What follows belongs to an exercise in optimizing a design on an open flow for small area, a short achievable clock period and few clock cycles per item; a production flow would make more cautious choices. Function was not checked in any run shown here: the RTL went through the layout flow alone.

## flow/design.v (module list and top-level ports; edited modules follow where they fit)
// module ordered_sequence_hash_64_top: 975 lines
// module osh64_fa: 4 lines
// module osh64_ha: 4 lines
module ordered_sequence_hash_64_top (
  input  logic                             clk,
  input  logic                             rst_n,
  input  logic                             in_valid,
  output logic                             in_stall,
  input  logic                             in_cmd,
  input  logic [osh64_pkg::LEN_W-1:0]      in_seq_length,
  input  logic [osh64_pkg::HASH_W-1:0]     in_element_bits,
  output logic                             out_valid,
  input  logic                             out_stall,
  output logic [osh64_pkg::HASH_W-1:0]     out_hash
);
  // ...
==> flow/flow/run.sh <==
#!/bin/bash
set -euo pipefail
MARGIN=$(cat flow/margin.txt)
bash standard.sh SETUP_SLACK_MARGIN=$MARGIN finish > standard.log 2>&1
==> flow/flow/margin.txt <==
6
==> flow/standard.sh <==
#!/bin/bash
# synth_recipe.tcl (not shown) runs the flow's synth.tcl, then flattens the netlist and writes it again
# the make line also repeats each setting of config.mk as NAME=value (left out here)
make -C /OpenROAD-flow-scripts/flow DESIGN_CONFIG=/design/flow/config.mk WORK_HOME=/design/flow/orfs CLKGATE_MAP_FILE= SYNTH_SCRIPT=/design/flow/synth_recipe.tcl "${@:-finish}"
==> flow/config.mk <==
export PLATFORM = sky130hd
export DESIGN_NAME = ordered_sequence_hash_64_top
export DESIGN_NICKNAME = ordered_sequence_hash_64_top
export VERILOG_FILES = /design/flow/design.v
export SDC_FILE = /design/flow/constraint.sdc
export NUM_CORES = 4
export LEC_CHECK = 0
export ABC_CLOCK_PERIOD_IN_PS = 3000
export CAP_MARGIN = 20
export CORE_MARGIN = 2
export CORE_UTILIZATION = 40
export SLEW_MARGIN = 20
export SYNTH_HIERARCHICAL = 1
==> flow/constraint.sdc <==
create_clock -name core_clock -period 9.5 [get_ports {clk}]
set_input_delay 1.9000 -clock core_clock [delete_from_list [all_inputs] [get_ports {clk}]]
set_output_delay 1.9000 -clock core_clock [all_outputs]
set_load 0.01 [all_outputs]
==> qor.csv, run 1 <==
stage,metric,value,unit
status,outcome,finished clean,
place,place_area,40500,um^2
synthesis,synth_compound_area_share,7.62,%
drt,drtIter0Drc,2140,
sta,worst_pin_slew,1.23,ns
synthesis,synth_mux_area_share,3.22,%
grt,grt_pass1_wl,190000,um
sta,rsz0062_at_grt,yes,
clocking,clockBufferDepth,3,
sta,min_period_over_period,45.6,%
synthesis,synth_nets,3582,
floorplan,dieHeight,306,um
cells_and_area,layout_common_cells,"fa_1, edfxtp_1, buf_4",
cells_and_area,sh_seq_area,21.6,%
synthesis,yosys_warnings,7,
drt,wl_met2,61900,um
critical_path,worst_path_max_delay_cell,fa_1,
grt,use_met2,46.1,%
sta,fin_ws,5.17,ns
drt,wire_per_inst,29.2,um
cells_and_area,layout.nonclk_buf_share,13.0,%
clocking,ctsResizeCount,666,
place,io_buffer_count,166,
==> run 2: changes to the inputs <==
--- a/flow/design.v
+++ b/flow/design.v
@@ -24,17 +24,17 @@
   input  logic [osh64_pkg::LEN_W-1:0]      in_seq_length,
   input  logic [osh64_pkg::HASH_W-1:0]     in_element_bits,
   output logic                             out_valid,
   input  logic                             out_stall,
   output logic [osh64_pkg::HASH_W-1:0]     out_hash
 );
   localparam int unsigned HW = osh64_pkg::HASH_W;
   localparam int unsigned LW = osh64_pkg::HALF_W;
-  localparam int unsigned PW = 183;   
+  localparam int unsigned PW = 126;   
   logic          sk_v, s0_v, s1_v, out_v;
   logic          sk_cmd, s0_cmd, s1_cmd;
   logic [HW-1:0] sk_src, s0_src;
   logic [PW-1:0] s1_p;
   logic [HW-1:0] out_hash_r;
   logic out_free, s1_adv, s0_adv, s0_ready, in_take;
   assign out_free = !out_v || !out_stall;
   assign s1_adv   = s1_v && out_free;
@@ -871,97 +871,97 @@
   osh64_fa u_fs1332 (.a(fs1200), .b(fs1202), .c(fc1197), .s(fs1332), .co(fc1333));
   osh64_fa u_fs1334 (.a(fs1204), .b(fs1206), .c(fc1201), .s(fs1334), .co(fc1335));
   osh64_fa u_fs1336 (.a(fs1208), .b(fs1210), .c(fc1205), .s(fs1336), .co(fc1337));
   osh64_fa u_fs1338 (.a(fs1212), .b(fs1214), .c(fc1209), .s(fs1338), .co(fc1339));
   osh64_fa u_fs1340 (.a(fs1216), .b(fs1218), .c(fc1213), .s(fs1340), .co(fc1341));
   osh64_fa u_fs1342 (.a(fs1220), .b(fs1222), .c(fc1217), .s(fs1342), .co(fc1343));
   osh64_fa u_fs1344 (.a(fs1224), .b(fs1226), .c(fc1221), .s(fs1344), .co(fc1345));
   assign fs1346 = fs1228 ^ fs1229 ^ fc1225;
+  osh64_ha u_hs1347 (.a(src[4]), .b(nsrc[2]), .s(hs1347), .co(hc1348));
+  assign fs1349 = ~(nsrc[1] ^ hs1230);
+  assign fc1350 = nsrc[1] | hs1230;
+  assign fs1351 = ~(fs1232 ^ hc1231);
+  assign fc1352 = fs1232 | hc1231;
+  osh64_fa u_fs1353 (.a(hc1007), .b(fs1234), .c(fc1233), .s(fs1353), .co(fc1354));
+  osh64_fa u_fs1355 (.a(hc1009), .b(fs1236), .c(fc1235), .s(fs1355), .co(fc1356));
+  assign fs1357 = ~(fs1238 ^ fc1237);
+  assign fc1358 = fs1238 | fc1237;
+  osh64_fa u_fs1359 (.a(hc1015), .b(fs1240), .c(fc1239), .s(fs1359), .co(fc1360));
+  osh64_fa u_fs1361 (.a(hc1019), .b(fs1242), .c(fc1241), .s(fs1361), .co(fc1362));
+  osh64_fa u_fs1363 (.a(hc1023), .b(fs1244), .c(fc1243), .s(fs1363), .co(fc1364));
+  osh64_fa u_fs1365 (.a(hc1027), .b(fs1246), .c(fc1245), .s(fs1365), .co(fc1366));
+  osh64_fa u_fs1367 (.a(hc1031), .b(fs1248), .c(fc1247), .s(fs1367), .co(fc1368));
+  osh64_fa u_fs1369 (.a(hc1035), .b(fs1250), .c(fc1249), .s(fs1369), .co(fc1370));
+  osh64_fa u_fs1371 (.a(fc1039), .b(fs1252), .c(fc1251), .s(fs1371), .co(fc1372));
+  osh64_fa u_fs1373 (.a(fc1043), .b(fs1254), .c(fc1253), .s(fs1373), .co(fc1374));
+  osh64_fa u_fs1375 (.a(fc1047), .b(fs1256), .c(fc1255), .s(fs1375), .co(fc1376));
+  osh64_fa u_fs1377 (.a(fc1051), .b(fs1258), .c(fc1257), .s(fs1377), .co(fc1378));
+  osh64_fa u_fs1379 (.a(fc1055), .b(fs1260), .c(fc1259), .s(fs1379), .co(fc1380));
+  osh64_fa u_fs1381 (.a(fc1059), .b(fs1262), .c(fc1261), .s(fs1381), .co(fc1382));
+  osh64_fa u_fs1383 (.a(fc1063), .b(fs1264), .c(fc1263), .s(fs1383), .co(fc1384));
+  osh64_fa u_fs1385 (.a(fc1067), .b(fs1266), .c(fc1265), .s(fs1385), .co(fc1386));
+  osh64_fa u_fs1387 (.a(fc1071), .b(fs1268), .c(fc1267), .s(fs1387), .co(fc1388));
+  osh64_fa u_fs1389 (.a(fc1075), .b(fs1270), .c(fc1269), .s(fs1389), .co(fc1390));
+  osh64_fa u_fs1391 (.a(fc1079), .b(fs1272), .c(fc1271), .s(fs1391), .co(fc1392));
+  osh64_fa u_fs1393 (.a(fc1083), .b(fs1274), .c(fc1273), .s(fs1393), .co(fc1394));
+  osh64_fa u_fs1395 (.a(fc1087), .b(fs1276), .c(fc1275), .s(fs1395), .co(fc1396));
+  osh64_fa u_fs1397 (.a(fc1091), .b(fs1278), .c(fc1277), .s(fs1397), .co(fc1398));
+  osh64_fa u_fs1399 (.a(fc1095), .b(fs1280), .c(fc1279), .s(fs1399), .co(fc1400));
+  osh64_fa u_fs1401 (.a(fc1099), .b(fs1282), .c(fc1281), .s(fs1401), .co(fc1402));
+  osh64_fa u_fs1403 (.a(fc1103), .b(fs1284), .c(fc1283), .s(fs1403), .co(fc1404));
+  osh64_fa u_fs1405 (.a(fc1107), .b(fs1286), .c(fc1285), .s(fs1405), .co(fc1406));
+  osh64_fa u_fs1407 (.a(fc1111), .b(fs1288), .c(fc1287), .s(fs1407), .co(fc1408));
+  osh64_fa u_fs1409 (.a(fc1115), .b(fs1290), .c(fc1289), .s(fs1409), .co(fc1410));
+  osh64_fa u_fs1411 (.a(fc1119), .b(fs1292), .c(fc1291), .s(fs1411), .co(fc1412));
+  osh64_fa u_fs1413 (.a(fc1123), .b(fs1294), .c(fc1293), .s(fs1413), .co(fc1414));
+  osh64_fa u_fs1415 (.a(fc1127), .b(fs1296), .c(fc1295), .s(fs1415), .co(fc1416));
+  osh64_fa u_fs1417 (.a(fc1131), .b(fs1298), .c(fc1297), .s(fs1417), .co(fc1418));
+  osh64_fa u_fs1419 (.a(fc1135), .b(fs1300), .c(fc1299), .s(fs1419), .co(fc1420));
+  osh64_fa u_fs1421 (.a(fc1139), .b(fs1302), .c(fc1301), .s(fs1421), .co(fc1422));
+  osh64_fa u_fs1423 (.a(fc1143), .b(fs1304), .c(fc1303), .s(fs1423), .co(fc1424));
+  osh64_fa u_fs1425 (.a(fc1147), .b(fs1306), .c(fc1305), .s(fs1425), .co(fc1426));
+  osh64_fa u_fs1427 (.a(fc1151), .b(fs1308), .c(fc1307), .s(fs1427), .co(fc1428));
+  osh64_fa u_fs1429 (.a(fc1155), .b(fs1310), .c(fc1309), .s(fs1429), .co(fc1430));
+  osh64_fa u_fs1431 (.a(fc1159), .b(fs1312), .c(fc1311), .s(fs1431), .co(fc1432));
+  osh64_fa u_fs1433 (.a(fc1163), .b(fs1314), .c(fc1313), .s(fs1433), .co(fc1434));
+  osh64_fa u_fs1435 (.a(fc1167), .b(fs1316), .c(fc1315), .s(fs1435), .co(fc1436));
+  osh64_fa u_fs1437 (.a(fc1171), .b(fs1318), .c(fc1317), .s(fs1437), .co(fc1438));
+  osh64_fa u_fs1439 (.a(fc1175), .b(fs1320), .c(fc1319), .s(fs1439), .co(fc1440));
+  osh64_fa u_fs1441 (.a(fc1179), .b(fs1322), .c(fc1321), .s(fs1441), .co(fc1442));
+  osh64_fa u_fs1443 (.a(fc1183), .b(fs1324), .c(fc1323), .s(fs1443), .co(fc1444));
+  osh64_fa u_fs1445 (.a(fc1187), .b(fs1326), .c(fc1325), .s(fs1445), .co(fc1446));
+  osh64_fa u_fs1447 (.a(fc1191), .b(fs1328), .c(fc1327), .s(fs1447), .co(fc1448));
+  osh64_fa u_fs1449 (.a(fc1195), .b(fs1330), .c(fc1329), .s(fs1449), .co(fc1450));
+  osh64_fa u_fs1451 (.a(fc1199), .b(fs1332), .c(fc1331), .s(fs1451), .co(fc1452));
+  osh64_fa u_fs1453 (.a(fc1203), .b(fs1334), .c(fc1333), .s(fs1453), .co(fc1454));
+  osh64_fa u_fs1455 (.a(fc1207), .b(fs1336), .c(fc1335), .s(fs1455), .co(fc1456));
+  osh64_fa u_fs1457 (.a(fc1211), .b(fs1338), .c(fc1337), .s(fs1457), .co(fc1458));
+  osh64_fa u_fs1459 (.a(fc1215), .b(fs1340), .c(fc1339), .s(fs1459), .co(fc1460));
+  osh64_fa u_fs1461 (.a(fc1219), .b(fs1342), .c(fc1341), .s(fs1461), .co(fc1462));
+  osh64_fa u_fs1463 (.a(fc1223), .b(fs1344), .c(fc1343), .s(fs1463), .co(fc1464));
+  assign fs1465 = fc1227 ^ fs1346 ^ fc1345;
   logic [PW-1:0] s1_p_nxt;
-  assign s1_p_nxt = {fc1345, fs1346, fc1227, fc1343, fs1344, fc1223, fc1341, fs1342, fc1219, fc1339, fs1340, fc1215, fc1337, fs1338, fc1211, fc1335, fs1336, fc1207, fc1333, fs1334, fc1203, fc1331, fs1332, fc1199, fc1329, fs1330, fc1195, fc1327, fs1328, fc1191, fc1325, fs1326, fc1187, fc1323, fs1324, fc1183, fc1321, fs1322, fc1179, fc1319, fs1320, fc1175, fc1317, fs1318, fc1171, fc1315, fs1316, fc1167, fc1313, fs1314, fc1163, fc1311, fs1312, fc1159, fc1309, fs1310, fc1155, fc1307, fs1308, fc1151, fc1305, fs1306, fc1147, fc1303, fs1304, fc1143, fc1301, fs1302, fc1139, fc1299, fs1300, fc1135, fc1297, fs1298, fc1131, fc1295, fs1296, fc1127, fc1293, fs1294, fc1123, fc1291, fs1292, fc1119, fc1289, fs1290, fc1115, fc1287, fs1288, fc1111, fc1285, fs1286, fc1107, fc1283, fs1284, fc1103, fc1281, fs1282, fc1099, fc1279, fs1280, fc1095, fc1277, fs1278, fc1091, fc1275, fs1276, fc1087, fc1273, fs1274, fc1083, fc1271, fs1272, fc1079, fc1269, fs1270, fc1075, fc1267, fs1268, fc1071, fc1265, fs1266, fc1067, fc1263, fs1264, fc1063, fc1261, fs1262, fc1059, fc1259, fs1260, fc1055, fc1257, fs1258, fc1051, fc1255, fs1256, fc1047, fc1253, fs1254, fc1043, fc1251, fs1252, fc1039, fc1249, fs1250, hc1035, fc1247, fs1248, hc1031, fc1245, fs1246, hc1027, fc1243, fs1244, hc1023, fc1241, fs1242, hc1019, fc1239, fs1240, hc1015, fc1237, fs1238, fc1235, fs1236, hc1009, fc1233, fs1234, hc1007, hc1231, fs1232, hs1230, nsrc[1], nsrc[0], nsrc[2], src[4], nsrc[1], src[3], nsrc[0], src[2], src[1], src[0]};
+  assign s1_p_nxt = {fc1464, fs1465, fc1462, fs1463, fc1460, fs1461, fc1458, fs1459, fc1456, fs1457, fc1454, fs1455, fc1452, fs1453, fc1450, fs1451, fc1448, fs1449, fc1446, fs1447, fc1444, fs1445, fc1442, fs1443, fc1440, fs1441, fc1438, fs1439, fc1436, fs1437, fc1434, fs1435, fc1432, fs1433, fc1430, fs1431, fc1428, fs1429, fc1426, fs1427, fc1424, fs1425, fc1422, fs1423, fc1420, fs1421, fc1418, fs1419, fc1416, fs1417, fc1414, fs1415, fc1412, fs1413, fc1410, fs1411, fc1408, fs1409, fc1406, fs1407, fc1404, fs1405, fc1402, fs1403, fc1400, fs1401, fc1398, fs1399, fc1396, fs1397, fc1394, fs1395, fc1392, fs1393, fc1390, fs1391, fc1388, fs1389, fc1386, fs1387, fc1384, fs1385, fc1382, fs1383, fc1380, fs1381, fc1378, fs1379, fc1376, fs1377, fc1374, fs1375, fc1372, fs1373, fc1370, fs1371, fc1368, fs1369, fc1366, fs1367, fc1364, fs1365, fc1362, fs1363, fc1360, fs1361, fc1358, fs1359, fc1356, fs1357, fc1354, fs1355, fc1352, fs1353, fc1350, fs1351, hc1348, fs1349, hs1347, nsrc[0], nsrc[1], src[3], nsrc[0], src[2], src[1], src[0]};
   always_ff @(posedge clk) begin
     if (!rst_n) begin
       s1_v <= 1'b0;
     end else if (!s1_v || s1_adv) begin
       s1_v <= s0_adv;
     end
   end
   always_ff @(posedge clk) begin
     if (s0_adv) begin
       s1_cmd <= s0_cmd;
       s1_p   <= s1_p_nxt;
     end
   end
-  osh64_ha u_hs1347 (.a(s1_p[6]), .b(s1_p[7]), .s(hs1347), .co(hc1348));
-  assign fs1349 = ~(s1_p[9] ^ s1_p[10]);
-  assign fc1350 = s1_p[9] | s1_p[10];
-  assign fs1351 = ~(s1_p[11] ^ s1_p[12]);
-  assign fc1352 = s1_p[11] | s1_p[12];
-  osh64_fa u_fs1353 (.a(s1_p[13]), .b(s1_p[14]), .c(s1_p[15]), .s(fs1353), .co(fc1354));
-  osh64_fa u_fs1355 (.a(s1_p[16]), .b(s1_p[17]), .c(s1_p[18]), .s(fs1355), .co(fc1356));
-  assign fs1357 = ~(s1_p[19] ^ s1_p[20]);
-  assign fc1358 = s1_p[19] | s1_p[20];
-  osh64_fa u_fs1359 (.a(s1_p[21]), .b(s1_p[22]), .c(s1_p[23]), .s(fs1359), .co(fc1360));
-  osh64_fa u_fs1361 (.a(s1_p[24]), .b(s1_p[25]), .c(s1_p[26]), .s(fs1361), .co(fc1362));
-  osh64_fa u_fs1363 (.a(s1_p[27]), .b(s1_p[28]), .c(s1_p[29]), .s(fs1363), .co(fc1364));
-  osh64_fa u_fs1365 (.a(s1_p[30]), .b(s1_p[31]), .c(s1_p[32]), .s(fs1365), .co(fc1366));
-  osh64_fa u_fs1367 (.a(s1_p[33]), .b(s1_p[34]), .c(s1_p[35]), .s(fs1367), .co(fc1368));
-  osh64_fa u_fs1369 (.a(s1_p[36]), .b(s1_p[37]), .c(s1_p[38]), .s(fs1369), .co(fc1370));
-  osh64_fa u_fs1371 (.a(s1_p[39]), .b(s1_p[40]), .c(s1_p[41]), .s(fs1371), .co(fc1372));
-  osh64_fa u_fs1373 (.a(s1_p[42]), .b(s1_p[43]), .c(s1_p[44]), .s(fs1373), .co(fc1374));
-  osh64_fa u_fs1375 (.a(s1_p[45]), .b(s1_p[46]), .c(s1_p[47]), .s(fs1375), .co(fc1376));
-  osh64_fa u_fs1377 (.a(s1_p[48]), .b(s1_p[49]), .c(s1_p[50]), .s(fs1377), .co(fc1378));
-  osh64_fa u_fs1379 (.a(s1_p[51]), .b(s1_p[52]), .c(s1_p[53]), .s(fs1379), .co(fc1380));
-  osh64_fa u_fs1381 (.a(s1_p[54]), .b(s1_p[55]), .c(s1_p[56]), .s(fs1381), .co(fc1382));
-  osh64_fa u_fs1383 (.a(s1_p[57]), .b(s1_p[58]), .c(s1_p[59]), .s(fs1383), .co(fc1384));
-  osh64_fa u_fs1385 (.a(s1_p[60]), .b(s1_p[61]), .c(s1_p[62]), .s(fs1385), .co(fc1386));
-  osh64_fa u_fs1387 (.a(s1_p[63]), .b(s1_p[64]), .c(s1_p[65]), .s(fs1387), .co(fc1388));
-  osh64_fa u_fs1389 (.a(s1_p[66]), .b(s1_p[67]), .c(s1_p[68]), .s(fs1389), .co(fc1390));
-  osh64_fa u_fs1391 (.a(s1_p[69]), .b(s1_p[70]), .c(s1_p[71]), .s(fs1391), .co(fc1392));
-  osh64_fa u_fs1393 (.a(s1_p[72]), .b(s1_p[73]), .c(s1_p[74]), .s(fs1393), .co(fc1394));
-  osh64_fa u_fs1395 (.a(s1_p[75]), .b(s1_p[76]), .c(s1_p[77]), .s(fs1395), .co(fc1396));
-  osh64_fa u_fs1397 (.a(s1_p[78]), .b(s1_p[79]), .c(s1_p[80]), .s(fs1397), .co(fc1398));
-  osh64_fa u_fs1399 (.a(s1_p[81]), .b(s1_p[82]), .c(s1_p[83]), .s(fs1399), .co(fc1400));
-  osh64_fa u_fs1401 (.a(s1_p[84]), .b(s1_p[85]), .c(s1_p[86]), .s(fs1401), .co(fc1402));
-  osh64_fa u_fs1403 (.a(s1_p[87]), .b(s1_p[88]), .c(s1_p[89]), .s(fs1403), .co(fc1404));
-  osh64_fa u_fs1405 (.a(s1_p[90]), .b(s1_p[91]), .c(s1_p[92]), .s(fs1405), .co(fc1406));
-  osh64_fa u_fs1407 (.a(s1_p[93]), .b(s1_p[94]), .c(s1_p[95]), .s(fs1407), .co(fc1408));
-  osh64_fa u_fs1409 (.a(s1_p[96]), .b(s1_p[97]), .c(s1_p[98]), .s(fs1409), .co(fc1410));
-  osh64_fa u_fs1411 (.a(s1_p[99]), .b(s1_p[100]), .c(s1_p[101]), .s(fs1411), .co(fc1412));
-  osh64_fa u_fs1413 (.a(s1_p[102]), .b(s1_p[103]), .c(s1_p[104]), .s(fs1413), .co(fc1414));
-  osh64_fa u_fs1415 (.a(s1_p[105]), .b(s1_p[106]), .c(s1_p[107]), .s(fs1415), .co(fc1416));
-  osh64_fa u_fs1417 (.a(s1_p[108]), .b(s1_p[109]), .c(s1_p[110]), .s(fs1417), .co(fc1418));
-  osh64_fa u_fs1419 (.a(s1_p[111]), .b(s1_p[112]), .c(s1_p[113]), .s(fs1419), .co(fc1420));
-  osh64_fa u_fs1421 (.a(s1_p[114]), .b(s1_p[115]), .c(s1_p[116]), .s(fs1421), .co(fc1422));
-  osh64_fa u_fs1423 (.a(s1_p[117]), .b(s1_p[118]), .c(s1_p[119]), .s(fs1423), .co(fc1424));
-  osh64_fa u_fs1425 (.a(s1_p[120]), .b(s1_p[121]), .c(s1_p[122]), .s(fs1425), .co(fc1426));
-  osh64_fa u_fs1427 (.a(s1_p[123]), .b(s1_p[124]), .c(s1_p[125]), .s(fs1427), .co(fc1428));
-  osh64_fa u_fs1429 (.a(s1_p[126]), .b(s1_p[127]), .c(s1_p[128]), .s(fs1429), .co(fc1430));
-  osh64_fa u_fs1431 (.a(s1_p[129]), .b(s1_p[130]), .c(s1_p[131]), .s(fs1431), .co(fc1432));
-  osh64_fa u_fs1433 (.a(s1_p[132]), .b(s1_p[133]), .c(s1_p[134]), .s(fs1433), .co(fc1434));
-  osh64_fa u_fs1435 (.a(s1_p[135]), .b(s1_p[136]), .c(s1_p[137]), .s(fs1435), .co(fc1436));
-  osh64_fa u_fs1437 (.a(s1_p[138]), .b(s1_p[139]), .c(s1_p[140]), .s(fs1437), .co(fc1438));
-  osh64_fa u_fs1439 (.a(s1_p[141]), .b(s1_p[142]), .c(s1_p[143]), .s(fs1439), .co(fc1440));
-  osh64_fa u_fs1441 (.a(s1_p[144]), .b(s1_p[145]), .c(s1_p[146]), .s(fs1441), .co(fc1442));
-  osh64_fa u_fs1443 (.a(s1_p[147]), .b(s1_p[148]), .c(s1_p[149]), .s(fs1443), .co(fc1444));
-  osh64_fa u_fs1445 (.a(s1_p[150]), .b(s1_p[151]), .c(s1_p[152]), .s(fs1445), .co(fc1446));
-  osh64_fa u_fs1447 (.a(s1_p[153]), .b(s1_p[154]), .c(s1_p[155]), .s(fs1447), .co(fc1448));
-  osh64_fa u_fs1449 (.a(s1_p[156]), .b(s1_p[157]), .c(s1_p[158]), .s(fs1449), .co(fc1450));
-  osh64_fa u_fs1451 (.a(s1_p[159]), .b(s1_p[160]), .c(s1_p[161]), .s(fs1451), .co(fc1452));
-  osh64_fa u_fs1453 (.a(s1_p[162]), .b(s1_p[163]), .c(s1_p[164]), .s(fs1453), .co(fc1454));
-  osh64_fa u_fs1455 (.a(s1_p[165]), .b(s1_p[166]), .c(s1_p[167]), .s(fs1455), .co(fc1456));
-  osh64_fa u_fs1457 (.a(s1_p[168]), .b(s1_p[169]), .c(s1_p[170]), .s(fs1457), .co(fc1458));
-  osh64_fa u_fs1459 (.a(s1_p[171]), .b(s1_p[172]), .c(s1_p[173]), .s(fs1459), .co(fc1460));
-  osh64_fa u_fs1461 (.a(s1_p[174]), .b(s1_p[175]), .c(s1_p[176]), .s(fs1461), .co(fc1462));
-  osh64_fa u_fs1463 (.a(s1_p[177]), .b(s1_p[178]), .c(s1_p[179]), .s(fs1463), .co(fc1464));
-  assign fs1465 = s1_p[180] ^ s1_p[181] ^ s1_p[182];
   logic [HW-1:0] row_a, row_b, lcg, x1, x2, x3;
-  assign row_a = {fs1465, fs1463, fs1461, fs1459, fs1457, fs1455, fs1453, fs1451, fs1449, fs1447, fs1445, fs1443, fs1441, fs1439, fs1437, fs1435, fs1433, fs1431, fs1429, fs1427, fs1425, fs1423, fs1421, fs1419, fs1417, fs1415, fs1413, fs1411, fs1409, fs1407, fs1405, fs1403, fs1401, fs1399, fs1397, fs1395, fs1393, fs1391, fs1389, fs1387, fs1385, fs1383, fs1381, fs1379, fs1377, fs1375, fs1373, fs1371, fs1369, fs1367, fs1365, fs1363, fs1361, fs1359, fs1357, fs1355, fs1353, fs1351, fs1349, s1_p[8], s1_p[4], s1_p[2], s1_p[1], s1_p[0]};
-  assign row_b = {fc1464, fc1462, fc1460, fc1458, fc1456, fc1454, fc1452, fc1450, fc1448, fc1446, fc1444, fc1442, fc1440, fc1438, fc1436, fc1434, fc1432, fc1430, fc1428, fc1426, fc1424, fc1422, fc1420, fc1418, fc1416, fc1414, fc1412, fc1410, fc1408, fc1406, fc1404, fc1402, fc1400, fc1398, fc1396, fc1394, fc1392, fc1390, fc1388, fc1386, fc1384, fc1382, fc1380, fc1378, fc1376, fc1374, fc1372, fc1370, fc1368, fc1366, fc1364, fc1362, fc1360, fc1358, fc1356, fc1354, fc1352, fc1350, hc1348, hs1347, s1_p[5], s1_p[3], 1'b1, 1'b1};
+  assign row_a = {s1_p[124], s1_p[122], s1_p[120], s1_p[118], s1_p[116], s1_p[114], s1_p[112], s1_p[110], s1_p[108], s1_p[106], s1_p[104], s1_p[102], s1_p[100], s1_p[98], s1_p[96], s1_p[94], s1_p[92], s1_p[90], s1_p[88], s1_p[86], s1_p[84], s1_p[82], s1_p[80], s1_p[78], s1_p[76], s1_p[74], s1_p[72], s1_p[70], s1_p[68], s1_p[66], s1_p[64], s1_p[62], s1_p[60], s1_p[58], s1_p[56], s1_p[54], s1_p[52], s1_p[50], s1_p[48], s1_p[46], s1_p[44], s1_p[42], s1_p[40], s1_p[38], s1_p[36], s1_p[34], s1_p[32], s1_p[30], s1_p[28], s1_p[26], s1_p[24], s1_p[22], s1_p[20], s1_p[18], s1_p[16], s1_p[14], s1_p[12], s1_p[10], s1_p[8], s1_p[6], s1_p[4], s1_p[2], s1_p[1], s1_p[0]};
+  assign row_b = {s1_p[125], s1_p[123], s1_p[121], s1_p[119], s1_p[117], s1_p[115], s1_p[113], s1_p[111], s1_p[109], s1_p[107], s1_p[105], s1_p[103], s1_p[101], s1_p[99], s1_p[97], s1_p[95], s1_p[93], s1_p[91], s1_p[89], s1_p[87], s1_p[85], s1_p[83], s1_p[81], s1_p[79], s1_p[77], s1_p[75], s1_p[73], s1_p[71], s1_p[69], s1_p[67], s1_p[65], s1_p[63], s1_p[61], s1_p[59], s1_p[57], s1_p[55], s1_p[53], s1_p[51], s1_p[49], s1_p[47], s1_p[45], s1_p[43], s1_p[41], s1_p[39], s1_p[37], s1_p[35], s1_p[33], s1_p[31], s1_p[29], s1_p[27], s1_p[25], s1_p[23], s1_p[21], s1_p[19], s1_p[17], s1_p[15], s1_p[13], s1_p[11], s1_p[9], s1_p[7], s1_p[5], s1_p[3], 1'b1, 1'b1};
   assign lcg = row_a + row_b;
   assign x1  = lcg ^ (lcg >> osh64_pkg::MIX_SH_A);
   assign x2  = x1 ^ (x1 << osh64_pkg::MIX_SH_B);
   assign x3  = x2 ^ (x2 >> osh64_pkg::MIX_SH_C);
   localparam int unsigned TW = LW + osh64_pkg::JOIN_SH_A;
   logic [LW-1:0] acc_hi, top;
   logic [TW-1:0] t1, t2;
   logic [HW-1:0] joined, hash_nxt;
==> run 2 against run 1 <==
Compared with the run above:
- maximum frequency shrank 8.3%
- critical endpoint is now s1_p[124]
- cell count shrank 2.5%
- via count is 2.2% lower
- sequential share of layout area is 2.5 points lower
- non-clock buffer count shrank 14
- critical path depth fell by 3
- flip-flop and latch count fell by 56
- die area shrank 5.2%
==> qor.csv, run 2 <==
stage,metric,value,unit,change
status,outcome,finished clean,,
cells_and_area,final_common_cell,fa_1,,
floorplan,die_w,298,um,
sta,fmax,212,MHz,
critical_path,cp-start-kind,flip-flop,,
floorplan,io_pins,167,,
sta,rsz0062_at_grt,yes,,
grt,grt_pass1_vias,26900,,
drt,drt_first_pass_iters,5,,
critical_path,crit_buf_inv,2,,
sta,fin_crit,4.72,ns,
synthesis,ys_seq_elements,324,,
critical_path,critPathTopFamily,adder cells,,
sta,setup_viol,0,,
synthesis,synth-simple-area-share,4.70,%,
floorplan,num_rows,107,,
drt,viasPerCell,5.57,,
place,place.gp.congestion,1.03,,
critical_path,critical_path_required,9.83,ns,
critical_path,slowest_delay,0.52,ns,
synthesis,synthXorXnorAreaFrac,11.7,%,
clocking,path_clk_slew,0.06,ns,
critical_path,worst_path_max_delay_cell,fa_1,,
critical_path,path_class,flip-flop to flip-flop,,
synthesis,avgSynthCellArea,13.1,um^2,
synthesis,yosys_warnings,7,,unchanged
critical_path,r2r_cells,14,,
synthesis,synth_top_area_cell,fa_1,,
clocking,htreeDepth,2,,
critical_path,end_kind,flip-flop,,
cells_and_area,fillers,6914,,
synthesis,yosysTopAreaCellShare,38.6,%,
critical_path,worstPathMaxFanout,2,,
synthesis,synth-edff-count,256,,
synthesis,ys_types,87,,
cells_and_area,diodes,0,,
worst_hold_path,worstHoldStart,s0_cmd,,
cells_and_area,drive_above_1_share,38.7,%,
drt,dr_total_vias,24500,,
critical_path,reg2reg_slack,4.78,ns,
grt,grt_pass1_wl,186000,um,-2.0%
grt,grt_usage,29.0,%,
clocking,cts_num_sinks,324,,
critical_path,cp_cell_sequence,"clkinvlp_4, buf_6, fa_1, fa_1, fa_1, fa_1, fa_1, fa_2, xnor2_2, xnor2_1, xnor2_1, xnor2_1, xnor2_1, xnor2_1",,
clocking,worstSkewPairLatency,0.59,ns,
drt,drc_errors,0,,
synthesis,ys_seq_area_share,26.2,%,
floorplan,initial_core_util,40.4,%,
clocking,clockBufferDepth,3,,unchanged
drt,drt.antenna.violating_nets,0,,
cells_and_area,utilization,55.8,%,
synthesis,synth.most_common_cell,fa_1,,
synthesis,synthTopCellsByCount,"fa_1, xnor2_1, edfxtp_1",,
synthesis,synth_area_leaders,"fa_1, edfxtp_1, xnor2_1",,
synthesis,synth_compound_area_share,7.87,%,+0.25 points
sta,fin_skew,0.0327,ns,
clocking,ctsHoldBuffers,0,,
sta,min_period_over_period,49.7,%,+4.1 points
synthesis,syn_area,34500,um^2,
sta,slew_violations,0,,
clocking,cts-buffers-inserted,40,,
grt,antenna_found_initial,2,,
synthesis,yosys.area_share.adder,42.8,%,
synthesis,synth_ff_type,edfxtp_1,,
worst_hold_path,min_path_cells,0,,
synthesis,synth_mux_area_share,3.81,%,+0.58 points
sta,hold_viol_final,0,,
grt,grt_overflow,0,,
floorplan,dieArea,88700,um^2,
clocking,clock-root-buffer,clkbuf_16,,
synthesis,synth_top_family_by_area,adder cells,,
floorplan,coreArea,85400,um^2,
critical_path,r2r_end,s1_p[124],,
grt,grt_max_degree,80,,
cells_and_area,layout_common_cells,"fa_1, buf_4, edfxtp_1",,
floorplan,dieHeight,298,um,-2.6%
critical_path,arrival,5.05,ns,
sta,setup_tns,0,ns,
critical_path,r2r-start,s0_src[45],,
job,cap_violations,0,,
drt,wire_per_inst,29.1,um,-0.39%
place,io_buffer_count,166,,unchanged
place,dp_hpwl,93800,um,
sta,worst_pin_slew,1.20,ns,-0.0258 ns
synthesis,syn-instance-count,2639,,
drt,drtIter0Drc,1652,,-23%
cells_and_area,fin_nets,4117,,
cells_and_area,largest_register,s1_p,,
synthesis,synth_nets,3523,,-1.6%
worst_hold_path,whs_endpoint,s1_cmd,,
cells_and_area,areaGrowthSynthToFinish,38.0,%,
cells_and_area,largest_reg_flops,125,,
drt,wirelength,128000,um,
clocking,cts_tree,done,,
synthesis,ys_async_sr_fraction,0,%,
worst_hold_path,holdCritPathClass,flip-flop to flip-flop,,
sta,max_slew_margin,19.5,%,
run 2: cell types whose count changed in the layout (fill, tap and decap cells not counted), moves of 20 or more:
cell,delta
fa_1,-38
edfxtp_1,-56
buf_6,+20
clkdlybuf4s50_1,+25
fa_2,+38
ha_4,-22
buf_4,-33
run 2: final cells by class:
cell class              count  area, um^2  area share, %
repair buffers            628        6440           13.5
inverters                 187         876           1.84
flip-flops and latches    324        9090           19.1
well taps                1144        1430           3.00
clock inverters            19         158          0.331
clock buffers              52        1080           2.26
multi-input cells        2052       28600           60.0
run 2: Yosys stat by module (local to each module, per instance):
module | times used | cell area, um^2
osh64_fa | 665 | 20.0
ordered_sequence_hash_64_top | 1 | 20800
osh64_ha | 29 | 12.5
run 2: timing repair:
item,CTS,global route
endpoints found under the setup margin,329,157
pin swaps,289,243
gates resized for setup,719,204
gates cloned,3,0
buffers inserted,337,79
run 2: worst max-delay path by stage:
stage               start        end  slack (ns)  depth (start not counted)
3_3_place_gp   s0_src[26]  s1_p[124]        3.95                         13
5_1_grt        s0_src[45]  s1_p[124]        4.70                         14
4_1_cts        s0_src[45]  s1_p[124]        4.78                         14
2_1_floorplan  s0_src[26]  s1_p[124]        4.67                         13
6_report       s0_src[45]  s1_p[124]        4.78                         14
3_5_place_dp   s0_src[26]  s1_p[124]        3.96                         13
run 2: routing by layer:
layer / wire (um) / part of all wire (%) / GRT usage [%] / up-vias
li1: - / - / - / 10200
met1: 48600 / 38 / 35.5 / 12700
met2: 61400 / 48 / 48.6 / 1199
met3: 8060 / 6.3 / 4.81 / 413
met4: 9970 / 7.8 / 16.8 / 2
met5: 13 / 0.010 / 0 / -
run 2: through the flow:
stage / instances / cell area (um^2) / hold WS, ns / setup WS (ns)
final: 4406 / 47600 / 0.470 / 4.78
after global routing: 4406 / 47600 / 0.478 / 4.70
after CTS: 4327 / 46000 / 0.468 / 4.78
after detailed placement: 3916 / 38300 / 0.453 / 3.96
after global placement: 3916 / 38300 / 0.453 / 3.95
after floorplan: 2639 / 35300 / 0.400 / 4.67
run 2: cell families after synthesis:
| kind of cell | Yosys count |
|---|---|
| compound gates | 422 |
| xor+xnor | 392 |
| mux | 119 |
| simple gates | 334 |
| buf+inv | 265 |
| flops | 324 |
| fa+ha+maj | 783 |

## static timing again, ports no longer ideal
In the flow no input, the clock included, has a driving cell. The finished layouts below were timed again as built, in two steps. Step 1: set_driving_cell puts a clkbuf_16 on clk and a buf_2 on each other input, an assumption about the parent block. Step 2 moves the port delays by t, midway between the first and last clock arrival at a register: inputs arrive t later, outputs are due t later. That takes back most of the time a late clock gives input paths. Slacks: ideal / step 1 / step 2; pairs: ideal / step 1.
run	t (ns)	slack for setup (ns)	hold slack, ns	worst setup path at the end
run 1	0.677	5.171 / 5.171 / 4.971	0.479 / 0.479 / 0.479	input to register
run 2	0.645	4.780 / 4.780 / 4.780	0.470 / 0.470 / 0.470	register to register
After both steps every run listed still meets setup and hold. For run 1, which loses most, drivers alone change the setup slack by 0.000 ns; drivers and shift together by -0.200 ns.
